What follows belongs to an exercise in optimizing a design on an open flow for a short achievable clock period and few clock cycles; a production flow would make more cautious choices. Only simulation tests tie the RTL to the original design; equivalence was not proved. Power is estimated from default activity; no workload was simulated.

$ cat design.v
localparam [6:0] OP_LUI   = 7'b0110111;
localparam [6:0] OP_AUIPC = 7'b0010111;
localparam [6:0] OP_JAL   = 7'b1101111;
localparam [6:0] OP_JALR  = 7'b1100111;
localparam [6:0] OP_BR    = 7'b1100011;
localparam [6:0] OP_LOAD  = 7'b0000011;
localparam [6:0] OP_STORE = 7'b0100011;
localparam [6:0] OP_IMM   = 7'b0010011;
localparam [6:0] OP_REG   = 7'b0110011;
localparam [2:0] F3_ADD  = 3'b000;
localparam [2:0] F3_SLL  = 3'b001;
localparam [2:0] F3_SLT  = 3'b010;
localparam [2:0] F3_SLTU = 3'b011;
localparam [2:0] F3_XOR  = 3'b100;
localparam [2:0] F3_SR   = 3'b101;
localparam [2:0] F3_OR   = 3'b110;
localparam [2:0] F3_AND  = 3'b111;
localparam int R_ADD  = 0;
localparam int R_SLL  = 1;
localparam int R_SLT  = 2;
localparam int R_SLTU = 3;
localparam int R_XOR  = 4;
localparam int R_SR   = 5;
localparam int R_OR   = 6;
localparam int R_AND  = 7;
localparam int R_LINK = 8;
localparam int R_LOAD = 9;
localparam int R_N    = 10;
`timescale 1ns/1ps
module control_rom (
    input  logic [31:0]    instr,
    output logic           is_jal,
    output logic           is_jalr,
    output logic           is_br,
    output logic           is_load,
    output logic           is_store,
    output logic           we,        
    output logic           a_pc,      
    output logic           a_zero,    
    output logic           b_rs2,     
    output logic [31:0]    imm,
    output logic [R_N-1:0] rsel,
    output logic           sub,
    output logic           sra
);
localparam [6:0] OP_LUI   = 7'b0110111;
localparam [6:0] OP_AUIPC = 7'b0010111;
localparam [6:0] OP_JAL   = 7'b1101111;
localparam [6:0] OP_JALR  = 7'b1100111;
localparam [6:0] OP_BR    = 7'b1100011;
localparam [6:0] OP_LOAD  = 7'b0000011;
localparam [6:0] OP_STORE = 7'b0100011;
localparam [6:0] OP_IMM   = 7'b0010011;
localparam [6:0] OP_REG   = 7'b0110011;
localparam [2:0] F3_ADD  = 3'b000;
localparam [2:0] F3_SLL  = 3'b001;
localparam [2:0] F3_SLT  = 3'b010;
localparam [2:0] F3_SLTU = 3'b011;
localparam [2:0] F3_XOR  = 3'b100;
localparam [2:0] F3_SR   = 3'b101;
localparam [2:0] F3_OR   = 3'b110;
localparam [2:0] F3_AND  = 3'b111;
localparam int R_ADD  = 0;
localparam int R_SLL  = 1;
localparam int R_SLT  = 2;
localparam int R_SLTU = 3;
localparam int R_XOR  = 4;
localparam int R_SR   = 5;
localparam int R_OR   = 6;
localparam int R_AND  = 7;
localparam int R_LINK = 8;
localparam int R_LOAD = 9;
localparam int R_N    = 10;
    logic [6:0] opcode;
    logic [2:0] funct3;
    logic [31:0] i_imm, s_imm, b_imm, u_imm, j_imm;
    logic is_lui, is_auipc, is_imm, is_reg;
    logic [R_N-1:0] arith;
    assign opcode = instr[6:0];
    assign funct3 = instr[14:12];
    assign i_imm = {{21{instr[31]}}, instr[30:20]};
    assign s_imm = {{21{instr[31]}}, instr[30:25], instr[11:7]};
    assign b_imm = {{20{instr[31]}}, instr[7], instr[30:25], instr[11:8], 1'b0};
    assign u_imm = {instr[31:12], 12'h000};
    assign j_imm = {{12{instr[31]}}, instr[19:12], instr[20], instr[30:21], 1'b0};
    assign is_lui   = opcode == OP_LUI;
    assign is_auipc = opcode == OP_AUIPC;
    assign is_jal   = opcode == OP_JAL;
    assign is_jalr  = opcode == OP_JALR;
    assign is_br    = opcode == OP_BR;
    assign is_load  = opcode == OP_LOAD;
    assign is_store = opcode == OP_STORE;
    assign is_imm   = opcode == OP_IMM;
    assign is_reg   = opcode == OP_REG;
    assign we = (is_lui | is_auipc | is_jal | is_jalr | is_load | is_imm | is_reg)
              & (instr[11:7] != 5'd0);
    assign a_pc = is_auipc;
    assign a_zero = is_lui;
    assign b_rs2 = is_reg | is_br;
    always_comb begin
        if (is_store)              imm = s_imm;
        else if (is_lui | is_auipc) imm = u_imm;
        else if (is_br)            imm = b_imm;
        else if (is_jal)           imm = j_imm;
        else                       imm = i_imm;
    end
    always_comb begin
        arith = '0;
        case (funct3)
            F3_ADD:  arith[R_ADD]  = 1'b1;
            F3_SLL:  arith[R_SLL]  = 1'b1;
            F3_SLT:  arith[R_SLT]  = 1'b1;
            F3_SLTU: arith[R_SLTU] = 1'b1;
            F3_XOR:  arith[R_XOR]  = 1'b1;
            F3_SR:   arith[R_SR]   = 1'b1;
            F3_OR:   arith[R_OR]   = 1'b1;
            default: arith[R_AND]  = 1'b1;
        endcase
        rsel = '0;
        if (is_imm | is_reg) begin
            rsel = arith;
        end else if (is_jal | is_jalr) begin
            rsel[R_LINK] = 1'b1;
        end else if (is_load) begin
            rsel[R_LOAD] = 1'b1;
        end else begin
            rsel[R_ADD] = 1'b1;
        end
    end
    assign sub = is_reg & (funct3 == F3_ADD) & instr[30];
    assign sra = instr[30];
endmodule
`timescale 1ns/1ps
module regfile (
    input  logic        clk,
    input  logic        rst_n,
    input  logic        we,
    input  logic [4:0]  rd,
    input  logic [31:0] wdata,
    input  logic [4:0]  rs1,
    input  logic [4:0]  rs2,
    output logic [31:0] rs1_data,
    output logic [31:0] rs2_data
);
    logic [31:0] regs [1:31];
    logic [31:0] rv [32];
    always_ff @(posedge clk) begin
        if (!rst_n) begin
            for (int i = 1; i < 32; i++) begin
                regs[i] <= '0;
            end
        end else if (we) begin
            regs[rd] <= wdata;
        end
    end
    assign rv[0] = '0;
    for (genvar i = 1; i < 32; i++) begin : g_rv
        assign rv[i] = regs[i];
    end
    assign rs1_data = (we && rd == rs1) ? wdata : rv[rs1];
    assign rs2_data = (we && rd == rs2) ? wdata : rv[rs2];
endmodule
`timescale 1ns/1ps
module alu (
    input  logic [R_N-1:0] rsel,
    input  logic           sub,
    input  logic           sra,
    input  logic [31:0]    a,
    input  logic [31:0]    b,
    input  logic           lt,
    input  logic           ltu,
    output logic [31:0]    sum,
    output logic [31:0]    f
);
localparam [6:0] OP_LUI   = 7'b0110111;
localparam [6:0] OP_AUIPC = 7'b0010111;
localparam [6:0] OP_JAL   = 7'b1101111;
localparam [6:0] OP_JALR  = 7'b1100111;
localparam [6:0] OP_BR    = 7'b1100011;
localparam [6:0] OP_LOAD  = 7'b0000011;
localparam [6:0] OP_STORE = 7'b0100011;
localparam [6:0] OP_IMM   = 7'b0010011;
localparam [6:0] OP_REG   = 7'b0110011;
localparam [2:0] F3_ADD  = 3'b000;
localparam [2:0] F3_SLL  = 3'b001;
localparam [2:0] F3_SLT  = 3'b010;
localparam [2:0] F3_SLTU = 3'b011;
localparam [2:0] F3_XOR  = 3'b100;
localparam [2:0] F3_SR   = 3'b101;
localparam [2:0] F3_OR   = 3'b110;
localparam [2:0] F3_AND  = 3'b111;
localparam int R_ADD  = 0;
localparam int R_SLL  = 1;
localparam int R_SLT  = 2;
localparam int R_SLTU = 3;
localparam int R_XOR  = 4;
localparam int R_SR   = 5;
localparam int R_OR   = 6;
localparam int R_AND  = 7;
localparam int R_LINK = 8;
localparam int R_LOAD = 9;
localparam int R_N    = 10;
    logic [4:0]  shamt;
    logic [31:0] sl, sr;
    logic [63:0] srx;
    assign shamt = b[4:0];
    assign sum = sub ? (a - b) : (a + b);
    assign sl = a << shamt;
    assign srx = {{32{sra & a[31]}}, a} >> shamt;
    assign sr = srx[31:0];
    always_comb begin
        f = ({32{rsel[R_ADD]}} & sum)
          | ({32{rsel[R_SLL]}} & sl)
          | ({32{rsel[R_SR]}}  & sr)
          | ({32{rsel[R_XOR]}} & (a ^ b))
          | ({32{rsel[R_OR]}}  & (a | b))
          | ({32{rsel[R_AND]}} & (a & b))
          | {31'd0, (rsel[R_SLT] & lt) | (rsel[R_SLTU] & ltu)};
    end
endmodule
`timescale 1ns/1ps
module cmp (
    input  logic [31:0] a,
    input  logic [31:0] b,
    output logic        eq,
    output logic        lt,
    output logic        ltu
);
    assign eq  = (a == b);
    assign lt  = ($signed(a) < $signed(b));
    assign ltu = (a < b);
endmodule
`timescale 1ns/1ps
module rv32i_core #(
    parameter logic [31:0] RESET_PC = 32'h0000_0000
) (
    input  logic        clk,
    input  logic        rst_n,
    output logic [31:0] imem_addr,
    input  logic [31:0] imem_rdata,
    output logic [31:0] dmem_addr,
    output logic        dmem_read,
    output logic        dmem_write,
    output logic [3:0]  dmem_byte_enable,
    output logic [31:0] dmem_wdata,
    input  logic [31:0] dmem_rdata
);
localparam [6:0] OP_LUI   = 7'b0110111;
localparam [6:0] OP_AUIPC = 7'b0010111;
localparam [6:0] OP_JAL   = 7'b1101111;
localparam [6:0] OP_JALR  = 7'b1100111;
localparam [6:0] OP_BR    = 7'b1100011;
localparam [6:0] OP_LOAD  = 7'b0000011;
localparam [6:0] OP_STORE = 7'b0100011;
localparam [6:0] OP_IMM   = 7'b0010011;
localparam [6:0] OP_REG   = 7'b0110011;
localparam [2:0] F3_ADD  = 3'b000;
localparam [2:0] F3_SLL  = 3'b001;
localparam [2:0] F3_SLT  = 3'b010;
localparam [2:0] F3_SLTU = 3'b011;
localparam [2:0] F3_XOR  = 3'b100;
localparam [2:0] F3_SR   = 3'b101;
localparam [2:0] F3_OR   = 3'b110;
localparam [2:0] F3_AND  = 3'b111;
localparam int R_ADD  = 0;
localparam int R_SLL  = 1;
localparam int R_SLT  = 2;
localparam int R_SLTU = 3;
localparam int R_XOR  = 4;
localparam int R_SR   = 5;
localparam int R_OR   = 6;
localparam int R_AND  = 7;
localparam int R_LINK = 8;
localparam int R_LOAD = 9;
localparam int R_N    = 10;
    logic [31:0] pc_f;
    logic [31:0] ir;
    logic        is_jal, is_jalr, is_br, is_load, is_store, we_f;
    logic        a_pc, a_zero, b_rs2, sub_f, sra_f;
    logic [31:0] imm_f;
    logic [R_N-1:0] rsel_f;
    logic [31:0] rs1_rf, rs2_rf, rs1_val, rs2_val;
    logic [31:0] pc4_f, tgt_f;
    assign ir = imem_rdata;
    assign pc_f = imem_addr;  
    control_rom control_rom_i (
        .instr    (ir),
        .is_jal   (is_jal),
        .is_jalr  (is_jalr),
        .is_br    (is_br),
        .is_load  (is_load),
        .is_store (is_store),
        .we       (we_f),
        .a_pc     (a_pc),
        .a_zero   (a_zero),
        .b_rs2    (b_rs2),
        .imm      (imm_f),
        .rsel     (rsel_f),
        .sub      (sub_f),
        .sra      (sra_f)
    );
    logic        wb_we;
    logic [4:0]  rd_x;
    logic [31:0] wd_x;
    regfile regfile_i (
        .clk      (clk),
        .rst_n    (rst_n),
        .we       (wb_we),
        .rd       (rd_x),
        .wdata    (wd_x),
        .rs1      (ir[19:15]),
        .rs2      (ir[24:20]),
        .rs1_data (rs1_rf),
        .rs2_data (rs2_rf)
    );
    assign rs1_val = rst_n ? rs1_rf : 32'd0;
    assign rs2_val = rst_n ? rs2_rf : 32'd0;
    assign pc4_f = pc_f + 32'd4;
    assign tgt_f = pc_f + (ir[3] ? {{12{ir[31]}}, ir[19:12], ir[20], ir[30:21], 1'b0}
                                 : {{20{ir[31]}}, ir[7], ir[30:25], ir[11:8], 1'b0});
    logic [31:0] a_x, b_x, sd_x, pc4_x, tgt_x;
    logic [R_N-1:0] rsel_x;
    logic        sub_x, sra_x;
    logic [2:0]  f3_x;
    logic        we_x, ld_x, st_x, br_x, jal_x, jalr_x;
    always_ff @(posedge clk) begin
        pc4_x <= pc4_f;
        we_x <= we_f;
        ld_x <= is_load;
        st_x <= is_store;
        br_x <= is_br;
        jal_x <= is_jal;
        jalr_x <= is_jalr;
    end
    always_ff @(posedge clk) begin
        a_x <= a_zero ? 32'd0 : a_pc ? pc_f : rs1_val;
        b_x <= b_rs2 ? rs2_val : imm_f;
        case (ir[13:12])
            2'b00:   sd_x <= {4{rs2_val[7:0]}};
            2'b01:   sd_x <= {2{rs2_val[15:0]}};
            default: sd_x <= rs2_val;
        endcase
        tgt_x <= tgt_f;
        rsel_x <= rsel_f;
        sub_x <= sub_f;
        sra_x <= sra_f;
        f3_x <= ir[14:12];
        rd_x <= ir[11:7];
    end
    logic [31:0] sum, alu_f;
    logic        eq, lt, ltu, taken;
    logic [1:0]  ofs;
    logic [31:0] ld_sh, ld_val;
    cmp cmp_i (
        .a   (a_x),
        .b   (b_x),
        .eq  (eq),
        .lt  (lt),
        .ltu (ltu)
    );
    alu alu_i (
        .rsel (rsel_x),
        .sub  (sub_x),
        .sra  (sra_x),
        .a    (a_x),
        .b    (b_x),
        .lt   (lt),
        .ltu  (ltu),
        .sum  (sum),
        .f    (alu_f)
    );
    always_comb begin
        case (f3_x)
            3'b000:  taken = eq;
            3'b001:  taken = ~eq;
            3'b100:  taken = lt;
            3'b101:  taken = ~lt;
            3'b110:  taken = ltu;
            3'b111:  taken = ~ltu;
            default: taken = 1'b0;
        endcase
    end
    always_comb begin
        if (!rst_n)                      imem_addr = RESET_PC;
        else if (jal_x | (br_x & taken)) imem_addr = tgt_x;
        else if (jalr_x)                 imem_addr = {sum[31:1], 1'b0};
        else                             imem_addr = pc4_x;
    end
    assign ofs = sum[1:0];
    assign dmem_addr = {sum[31:2], 2'b00};
    assign dmem_read = ld_x;
    assign dmem_write = st_x & rst_n;
    assign dmem_wdata = sd_x;
    always_comb begin
        case (f3_x[1:0])
            2'b00:   dmem_byte_enable = 4'b0001 << ofs;
            2'b01:   dmem_byte_enable = {ofs[1], ofs[1], ~ofs[1], ~ofs[1]};
            default: dmem_byte_enable = 4'b1111;
        endcase
    end
    always_comb begin
        case (ofs)
            2'b00:   ld_sh = dmem_rdata;
            2'b01:   ld_sh = {8'd0, dmem_rdata[31:8]};
            2'b10:   ld_sh = {16'd0, dmem_rdata[31:16]};
            default: ld_sh = {24'd0, dmem_rdata[31:24]};
        endcase
        case (f3_x)
            3'b000:  ld_val = {{24{ld_sh[7]}}, ld_sh[7:0]};
            3'b001:  ld_val = {{16{ld_sh[15]}}, ld_sh[15:0]};
            3'b100:  ld_val = {24'd0, ld_sh[7:0]};
            3'b101:  ld_val = {16'd0, ld_sh[15:0]};
            default: ld_val = dmem_rdata;
        endcase
    end
    assign wd_x = rsel_x[R_LOAD] ? ld_val : rsel_x[R_LINK] ? pc4_x : alu_f;
    assign wb_we = we_x;
endmodule
$ cat flow/run.sh
#!/bin/bash
set -euo pipefail
bash standard.sh SETUP_SLACK_MARGIN=7.5 finish > make_finish.log 2>&1
$ cat standard.sh
#!/bin/bash
# synth_recipe.tcl (not shown) runs the flow's synth.tcl, then flattens the netlist and writes it again
# the make line also repeats each setting of config.mk as NAME=value (left out here)
make -C /OpenROAD-flow-scripts/flow DESIGN_CONFIG=/design/flow/config.mk WORK_HOME=/design/flow/orfs CLKGATE_MAP_FILE= SYNTH_SCRIPT=/design/flow/synth_recipe.tcl "${@:-finish}"
$ cat config.mk
export PLATFORM = sky130hd
export DESIGN_NAME = rv32i_core
export DESIGN_NICKNAME = rv32i_core
export VERILOG_FILES = /design/flow/design.v
export SDC_FILE = /design/flow/constraint.sdc
export NUM_CORES = 4
export LEC_CHECK = 0
export CAP_MARGIN = 20
export CORE_MARGIN = 2
export CORE_UTILIZATION = 25
export PLACE_DENSITY = 0.4
export SLEW_MARGIN = 20
export TNS_END_PERCENT = 5
$ cat constraint.sdc
create_clock -name core_clock -period 15.0 [get_ports {clk}]
set_input_delay 3.0000 -clock core_clock [delete_from_list [all_inputs] [get_ports {clk}]]
set_output_delay 3.0000 -clock core_clock [all_outputs]
set_load 0.01 [all_outputs]
==> results.txt, run 1 <==
outcome=complete, no violations; Cells after Synth=6302; worst vdd rail ir drop=around 130 uV; fmax=approximately 120 MHz; data required time at the worst endpoint=approximately 16 ns; nature of the critical path endpoint=flip-flop; final RePlAce weighted congestion=0.968; setup violation total in the final timing report=0; post-detailed-route DRC marker count=0; reg-to-reg startpoint=a_x[7]; vias per cell=6.67; Routed wire per std cell=approximately 47 um; wire length of the first global-routing pass=597000 um; startpoint of the lowest-slack hold path=tgt_x[1]; number of standard-cell rows in the floorplan=between 150 and 200; sw frac=32.9%; number of iterations in the first detailed-routing pass=10; portion of the post-synthesis area used by sequential elements=52.1%; overall die height=511 um; input/output buffers=165; total via count after detailed routing=66100; power density cells=117 mW/mm^2; Iter 0 DRT Violations=13200; top-level I/O count=~170; number of clock sinks=1177; number of global-route vias before repair=61300; maximum count of clock buffers along a single path=3; relative contribution of sequential cells to total power=41.8%; Min-Delay Path Class=flip-flop to flip-flop; endpoint of the worst hold-timing path=pc4_x[1]; yosys synthesis warning count=5; EDFF count, synth=992; number of nets with antenna violations after routing=0; CTS buffer count=approximately 140; synthesis-to-layout area growth=21.3%; detailed placement HPWL=275000 um; fin nets=~6600; total wire length after detailed routing=~460000 um; largest net degree at the start of global routing=71; Period Utilization, post-route=between 50% and 60%; Clock power frac=39.1%; slew at the pin with the worst max-slew slack=1.40 ns; Core Util, Final=30.4%; leakage power total=0.0284 uW; reg-to-reg setup timing slack=8.00 ns; post-synthesis register bit count=1177; TritonCTS clock tree=done; fraction of registers with async set or reset after synthesis=0%; Hold Violations, Final=0; count of hold-fix buffers inserted at cts=0; clk_skew=0.0664 ns; cell-internal power=6110 uW; number of distinct library cells after synthesis=99; reg2reg end=tgt_x[29]; crit path launch type=primary input; clock transition time at the flip-flop clock pins of the worst setup and hold paths=0.07 ns; synthesized area=0.0643 mm^2; width of the die=511 um; antenna violations before repair=39; synthesized area divided by synthesized cell count=just over 10 um^2; Rel. slew slack=6.66%; global route total overflow=0; root buffer cell=clkbuf_16; Max-cap violations=0; Reg2Reg Depth=26; RSZ-0062 raised after global routing=true; overall track demand over capacity in global routing=approximately a third; peak fanout along the critical path=13; fraction of layout cells with a size suffix above 1=15.9%; WP data arrival=8.79 ns; Final Cell Area=0.0780 mm^2; dominant register cell in the synthesized netlist=edfxtp_1; core region area=between 0.2 and 0.3 mm^2; combinational share of power=between 10% and 20%; net switching component of the power=3000 uW; Die ar.=0.261 mm^2; Initial Utilization=25.1%; final sum of negative setup slack=0 ns; Pins Over Slew Limit=0; worst skew pair latency=0.85 ns; minimum period implied by the final worst setup slack=8.19 ns; placed standard-cell area=0.0711 mm^2; type of the worst setup path=primary input to flip-flop; number of levels in the clock H-tree=4; worst hold path cell count=3
worst max-delay path, cell delays in order:
cell             delay (ns)
clkdlybuf4s50_1        1.20
nand3_1                0.58
nor2_4                 0.85
buf_4                  0.48
buf_4                  0.42
a22o_1                 0.20
a221oi_1               0.05
nand4_1                0.16
nor3_1                 0.09
a221o_1                0.63
mux2i_1                1.05
cells in the final DEF, fill, tap and decap left out, drive strengths merged, types with 24 or more instances in the layout:
cell type,instances
mux2,26
xor2,29
nand4,80
dfxtp,185
clkbuf,190
a221o,37
mux4,34
a221oi,367
nor2,1323
xnor2,62
o211ai,43
nor2b,26
a222oi,64
mux2i,110
nand2,229
inv,158
a21o,35
a21oi,220
nand3,200
clkdlybuf4s50,129
buf,368
a22oi,302
a31oi,34
nor4,24
clkinv,57
o21ai,192
ha,123
nand2b,49
edfxtp,992
a22o,308
nor3,106
kinds of logic after synthesis:
| logic type | synth area share, % |
|---|---|
| and+or+nand+nor | 14.7 |
| AOI/OAI and AO/OA | 21.7 |
| DFF | 52.1 |
| buffers and inverters | 4.40 |
| muxes | 3.36 |
| adders and majority gates | 2.53 |
| xor gates and xnor gates | 1.25 |
| other | 0.00583 |
cell usage after synthesis (16+ instances only):
master	number	area [um^2]
a31oi_1	34	213
buf_1	56	210
nand2_1	228	856
mux2i_1	110	1100
ha_1	123	1540
a22o_1	308	2700
o2111ai_1	19	166
and3_1	18	113
o211ai_1	42	315
a2bb2oi_1	23	201
nor2_1	1323	4970
nor2b_1	26	163
a21o_1	35	263
mux4_2	34	766
a222oi_1	64	641
a221oi_1	367	3210
a22oi_1	302	2270
or3_1	21	131
nand2b_1	49	307
xor2_1	29	254
o21ai_0	190	951
a221o_1	37	370
o32a_1	16	160
dfxtp_1	185	3700
mux2_2	26	293
a211o_1	22	193
inv_1	152	571
clkbuf_1	517	1940
and2_1	20	125
a211oi_1	21	158
nor4_1	24	150
nor3_1	102	510
nand3_1	200	1000
a21oi_1	220	1100
xnor2_1	61	534
edfxtp_1	992	29800
nand4_1	80	500
power by group through the flow:
stage          clock network [uW]  logic, uW  registers, uW
2_1_floorplan                   0        749           3800
3_3_place_gp                    0       1560           3870
3_5_place_dp                    0       1550           3860
4_1_cts                      3550       1630           3790
5_1_grt                      3680       1750           3810
6_report                     3560       1740           3800
worst max-delay path by stage:
stage                   start             to  slack [ns]  cells past startpoint
3_3_place_gp          a_x[31]  imem_addr[30]        6.27                     14
2_1_floorplan          b_x[2]   imem_addr[1]        7.49                     21
6_report       imem_rdata[23]       sd_x[22]        6.81                     11
5_1_grt                a_x[7]  imem_addr[30]        7.12                     15
4_1_cts                b_x[0]  imem_addr[28]        7.24                     17
3_5_place_dp          a_x[31]  imem_addr[30]        6.29                     14
sequential cells by signal (all words and copies together) (netlist names):
signal and count:
jalr_x 1, rd_x 5, pc4_x 32, jal_x 1, sd_x 32, rsel_x 10
a_x 32, ld_x 1, sra_x 1, regfile_i.regs 992, f3_x 3, st_x 1
sub_x 1, tgt_x 31, we_x 1, br_x 1, b_x 32
through the flow:
stage	std cells	power [uW]	hold WS, ns	setup slack (ns)
after global placement	9525	5420	0.524	6.27
after CTS	9857	8970	0.578	7.24
after floorplan	6303	4550	0.445	7.49
after detailed placement	9525	5410	0.531	6.29
after global routing	9895	9230	0.705	7.12
final	9913	9100	0.660	6.81
metal layers:
layer | GRT usage (%) | part of all wire (%)
met1 | 41.0 | 36
met2 | 48.9 | 41
met3 | 13.5 | 14
met4 | 23.4 | 8.6
met5 | 0.658 | 0.085
area by class of cell:
type | count | area, um^2
fill | 26500 | 178000
sequential | 1177 | 33600
multi-input combinational | 4382 | 30100
timing repair buffer | 536 | 4800
tap | 3384 | 4230
clock buffer | 183 | 3800
clock inverter | 70 | 774
inverter | 158 | 627
antenna | 23 | 57.6
timing repair:
item | 4_1_cts | 5_1_grt
setup buffers | 69 | 29
pin swaps | 49 | 32
resized for setup | 305 | 76
cloned | 10 | 2
endpoints found under the hold margin | 0 | 0
endpoints found under the setup margin | 68 | 48
Testbench counts, summed over its fixed seeds: cycles 68,537.
==> run 2, diff against run 1 <==
--- a/design.v
+++ b/design.v
@@ -323,14 +323,21 @@
     logic        sub_x, sra_x;
     logic [2:0]  f3_x;
     logic        we_x, ld_x, st_x, br_x, jal_x, jalr_x;
+    logic        jro_x, redir_x, squash;
+    logic [31:0] jt_x;
+    logic [31:0] sum;
+    assign squash = rst_n & jro_x;
     always_ff @(posedge clk) begin
         pc4_x <= pc4_f;
-        we_x <= we_f;
-        ld_x <= is_load;
-        st_x <= is_store;
-        br_x <= is_br;
-        jal_x <= is_jal;
-        jalr_x <= is_jalr;
+        we_x <= we_f & ~squash;
+        ld_x <= is_load & ~squash;
+        st_x <= is_store & ~squash;
+        br_x <= is_br & ~squash;
+        jal_x <= is_jal & ~squash;
+        jalr_x <= is_jalr & ~squash & (ir[31:20] == 12'd0);
+        jro_x <= is_jalr & ~squash & (ir[31:20] != 12'd0);
+        redir_x <= rst_n & jro_x;
+        jt_x <= {sum[31:1], 1'b0};
     end
     always_ff @(posedge clk) begin
         a_x <= a_zero ? 32'd0 : a_pc ? pc_f : rs1_val;
@@ -340,14 +347,14 @@
             2'b01:   sd_x <= {2{rs2_val[15:0]}};
             default: sd_x <= rs2_val;
         endcase
-        tgt_x <= tgt_f;
+        tgt_x <= is_jalr ? {rs1_val[31:1], 1'b0} : tgt_f;
         rsel_x <= rsel_f;
         sub_x <= sub_f;
         sra_x <= sra_f;
         f3_x <= ir[14:12];
         rd_x <= ir[11:7];
     end
-    logic [31:0] sum, alu_f;
+    logic [31:0] alu_f;
     logic        eq, lt, ltu, taken;
     logic [1:0]  ofs;
     logic [31:0] ld_sh, ld_val;
@@ -381,10 +388,10 @@
         endcase
     end
     always_comb begin
-        if (!rst_n)                      imem_addr = RESET_PC;
-        else if (jal_x | (br_x & taken)) imem_addr = tgt_x;
-        else if (jalr_x)                 imem_addr = {sum[31:1], 1'b0};
-        else                             imem_addr = pc4_x;
+        if (!rst_n)                               imem_addr = RESET_PC;
+        else if (redir_x)                         imem_addr = jt_x;
+        else if (jal_x | jalr_x | (br_x & taken)) imem_addr = tgt_x;
+        else                                      imem_addr = pc4_x;
     end
     assign ofs = sum[1:0];
     assign dmem_addr = {sum[31:2], 2'b00};
==> flow/run.sh (replaced) <==
#!/bin/bash
set -euo pipefail
bash standard.sh SETUP_SLACK_MARGIN=8 finish > make_finish.log 2>&1
==> results.txt, run 2 <==
overall die height=about 510 um; minimum period implied by the final worst setup slack=7.72 ns; Period Utilization, post-route=between 50 and 60%; total via count after detailed routing=66000; Final Cell Area=0.0791 mm^2; routed wire length on met2=around 190000 um; portion of the post-synthesis area used by sequential elements=52.7%; Rel. slew slack=a little over an eighth; type of the worst setup path=flip-flop to output port; synthesized area divided by synthesized cell count=10.2 um^2; power density cells=between 100 and 150 mW/mm^2; leakage power total=0.0291 uW; reg-to-reg setup timing slack=7.39 ns; number of nets with antenna violations after routing=0; fmax=129 MHz; post-synthesis register bit count=1211; clock transition time at the flip-flop clock pins of the worst setup and hold paths=0.06 ns; Hold Violations, Final=0; Die ar.=0.264 mm^2; wire length of the first global-routing pass=roughly 590000 um; data required time at the worst endpoint=around 12 ns; Pins Over Slew Limit=0; final cell count without fillers=10000; vias per cell=6.58; metal1 wirelength=between 150000 and 200000 um; peak fanout along the critical path=7; Cells after Synth=approximately 6300; most common library cell in the layout ignoring fill and taps=nor2_1; uppermost layer routed=met5; fin nets=6686; clk_skew=0.0607 ns; outcome=complete, no violations; core region area=0.259 mm^2; Min-Delay Path Class=flip-flop to flip-flop; dominant register cell in the synthesized netlist=edfxtp_1; yosys synthesis warning count=5; CTS buffer count=about 140; setup violation total in the final timing report=0; worst skew pair latency=0.87 ns; width of the die=514 um; Routed wire per std cell=between 40 and 50 um; nature of the critical path endpoint=output port; total met3 wirelength after detailed routing=between 60000 and 70000 um; fraction of layout cells with a size suffix above 1=17.3%; synthesized area=0.0649 mm^2; top-level I/O count=168; number of distinct library cells after synthesis=91; number of standard-cell rows in the floorplan=187; EDFF count, synth=between 900 and 1000; final RePlAce weighted congestion=0.958; number of global-route vias before repair=61000; max reg flops=992; final sum of negative setup slack=0 ns; final total power=9260 uW; global route total overflow=0; most area-consuming cells after synthesis=edfxtp_1 (46%), nor2_1 (7.4%), dfxtp_1 (6.8%); Inst Count DP=9535; detailed placement HPWL=270000 um; antenna violations before repair=42; Initial Utilization=25.1%; post-detailed-route DRC marker count=0; area share of the largest cell type after synthesis=45.9%; Filler Cells Inserted=26600; largest net degree at the start of global routing=55; placed standard-cell area=a little over 0.07 mm^2; root buffer cell=clkbuf_16; number of clock sinks=1211; worst vdd rail ir drop=128 uV; total wire length after detailed routing=454000 um; cell with the most instances after synthesis=nor2_1; number of iterations in the first detailed-routing pass=9; RSZ-0062 raised after global routing=true; top post-synthesis cells by count=nor2_1 (1286), edfxtp_1 (992), clkbuf_1 (503), a22oi_1 (360), a221oi_1 (304); crit path launch type=flip-flop; Iter 0 DRT Violations=14400; Hold WS=0.665 ns; fraction of registers with async set or reset after synthesis=0%; number of levels in the clock H-tree=4; register with the highest flop count=regfile_i.regs; Max-cap violations=0; input/output buffers=165; cell type with the largest total area after synthesis=edfxtp_1; maximum count of clock buffers along a single path=3; WP data arrival=4.72 ns; synthesis-to-layout area growth=21.8%; TritonCTS clock tree=done; overall track demand over capacity in global routing=33.2%; commonest cells after routing, fill and taps aside=nor2_1 (1215), edfxtp_1 (992), buf_4 (432), a22oi_1 (360), a221oi_1 (300); slew at the pin with the worst max-slew slack=1.30 ns
==> run 2: cell count changes after synthesis, sizes merged, moves of 22 or more <==
cell    delta
a221oi    -63
a22oi     +58
nand2     +49
buf       +42
nor2      -36
dfxtp     +34
a22o      -26
o21ai     +26
a21oi     -24
a221o     +23
o22ai     +23
nand3     -22
==> run 2: timing repair <==
| action | 4_1_cts | 5_1_grt |
|---|---|---|
| endpoints found under the setup margin | 93 | 92 |
| setup buffers | 187 | 23 |
| gates cloned | 8 | 0 |
| pin swaps | 65 | 18 |
| resized for setup | 407 | 30 |
| hold buffers | 0 | 0 |
==> run 2: final cells by class <==
class	count	area [um^2]	area share [%]
Sequential cell	1211	34300	43.4
Multi-Input combinational cell	4333	29600	37.4
Timing Repair Buffer	631	5510	6.97
Tap cell	3402	4260	5.38
Clock buffer	176	3790	4.80
Clock inverter	84	898	1.14
Inverter	176	688	0.870
Antenna cell	29	72.6	0.0918
==> run 2: cells by family (layout without fill, tap and decap cells) <==
kind of cell	count (synthesis)	after routing	share of synthesized area [%]
adders and majority gates	127	127	2.48
DFF	1211	1211	52.7
and+or+nand+nor	2129	2129	14.1
xor gates and xnor gates	99	99	1.34
other	1	31	0.00578
buffers and inverters	790	1067	4.80
muxes	166	166	3.45
AOI/OAI and AO/OA	1810	1810	21.2
==> run 2: report_power, final <==
part	internal [uW]	switching [uW]	total [uW]
combinational	449	1240	1690
clock	2020	1630	3650
sequential	3780	130	3910
total	6260	3000	9260
==> run 2: final timing paths <==
kind	from	endpoint	cells past startpoint
worst max-delay path	a_x[25]	imem_addr[20]	15
worst max register to register	a_x[25]	tgt_x[31]	48
worst min-delay path	jt_x[8]	pc4_x[8]	3
worst min register to register	jt_x[8]	pc4_x[8]	3
==> run 2: critical path: stages (launching register included) <==
cell      delay [ns]
dfxtp_4         0.40
inv_4           0.05
ha_4            0.26
or3_4           0.35
or4_4           0.59
o31a_1          0.36
o211ai_2        0.23
o311ai_4        0.15
a211oi_4        0.23
buf_4           0.15
buf_6           0.09
buf_12          0.15
mux2_4          0.32
o211ai_1        0.27
inv_1           0.12
buf_2           0.16
==> run 2: per-stage QoR <==
| step | setup slack, ns | util, % |
|---|---|---|
| after CTS | 7.50 | 30.4 |
| after floorplan | 7.96 | - |
| after detailed placement | 6.43 | 27.6 |
| final | 7.28 | 30.6 |
| after global placement | 6.27 | 27.6 |
| after global routing | 7.21 | 30.5 |
==> run 2: per-layer routing <==
metal | vias to the layer above | track usage [%]
met1 | 33200 | 41.5
met5 | - | 0
met4 | 20 | 21.7
met2 | 6560 | 47.8
met3 | 1793 | 12.0
li1 | 24500 | -
Testbench counts of run 2, summed over its fixed seeds: cycles 68,537.

-- what the ideal ports hide --
No port has a modelled driver above. Below, the same layouts with a new extraction and two added sets of constraints.
Step 1 sets driving cells, clkbuf_16 on the clock port and buf_2 on the other inputs (assumed; they add their load-dependent delay and slew).
Step 2 adds t to the input delays and takes it off the output delays; t is the mean of the earliest and latest rising clock arrival at the registers after step 1. Input paths then give back, and output paths get back, about the clock's delay inside the block.
Three values: no drivers, after step 1, after step 2; two values: the first two.
run	shift t [ns]	slack for setup (ns)	hold WS [ns]	worst setup path at the end	latest minus earliest clock arrival (ns)
run 1	0.921	6.812 / 6.885 / 5.964	0.660 / 0.660 / 0.660	input to register	0.067 / 0.066
run 2	0.939	7.276 / 7.176 / 6.606	0.665 / 0.665 / 0.665	input to register	0.063 / 0.064
After both steps every run listed still meets setup and hold. The setup slack of run 1, which loses most, moves by +0.073 ns with the drivers and by -0.848 ns with both steps.
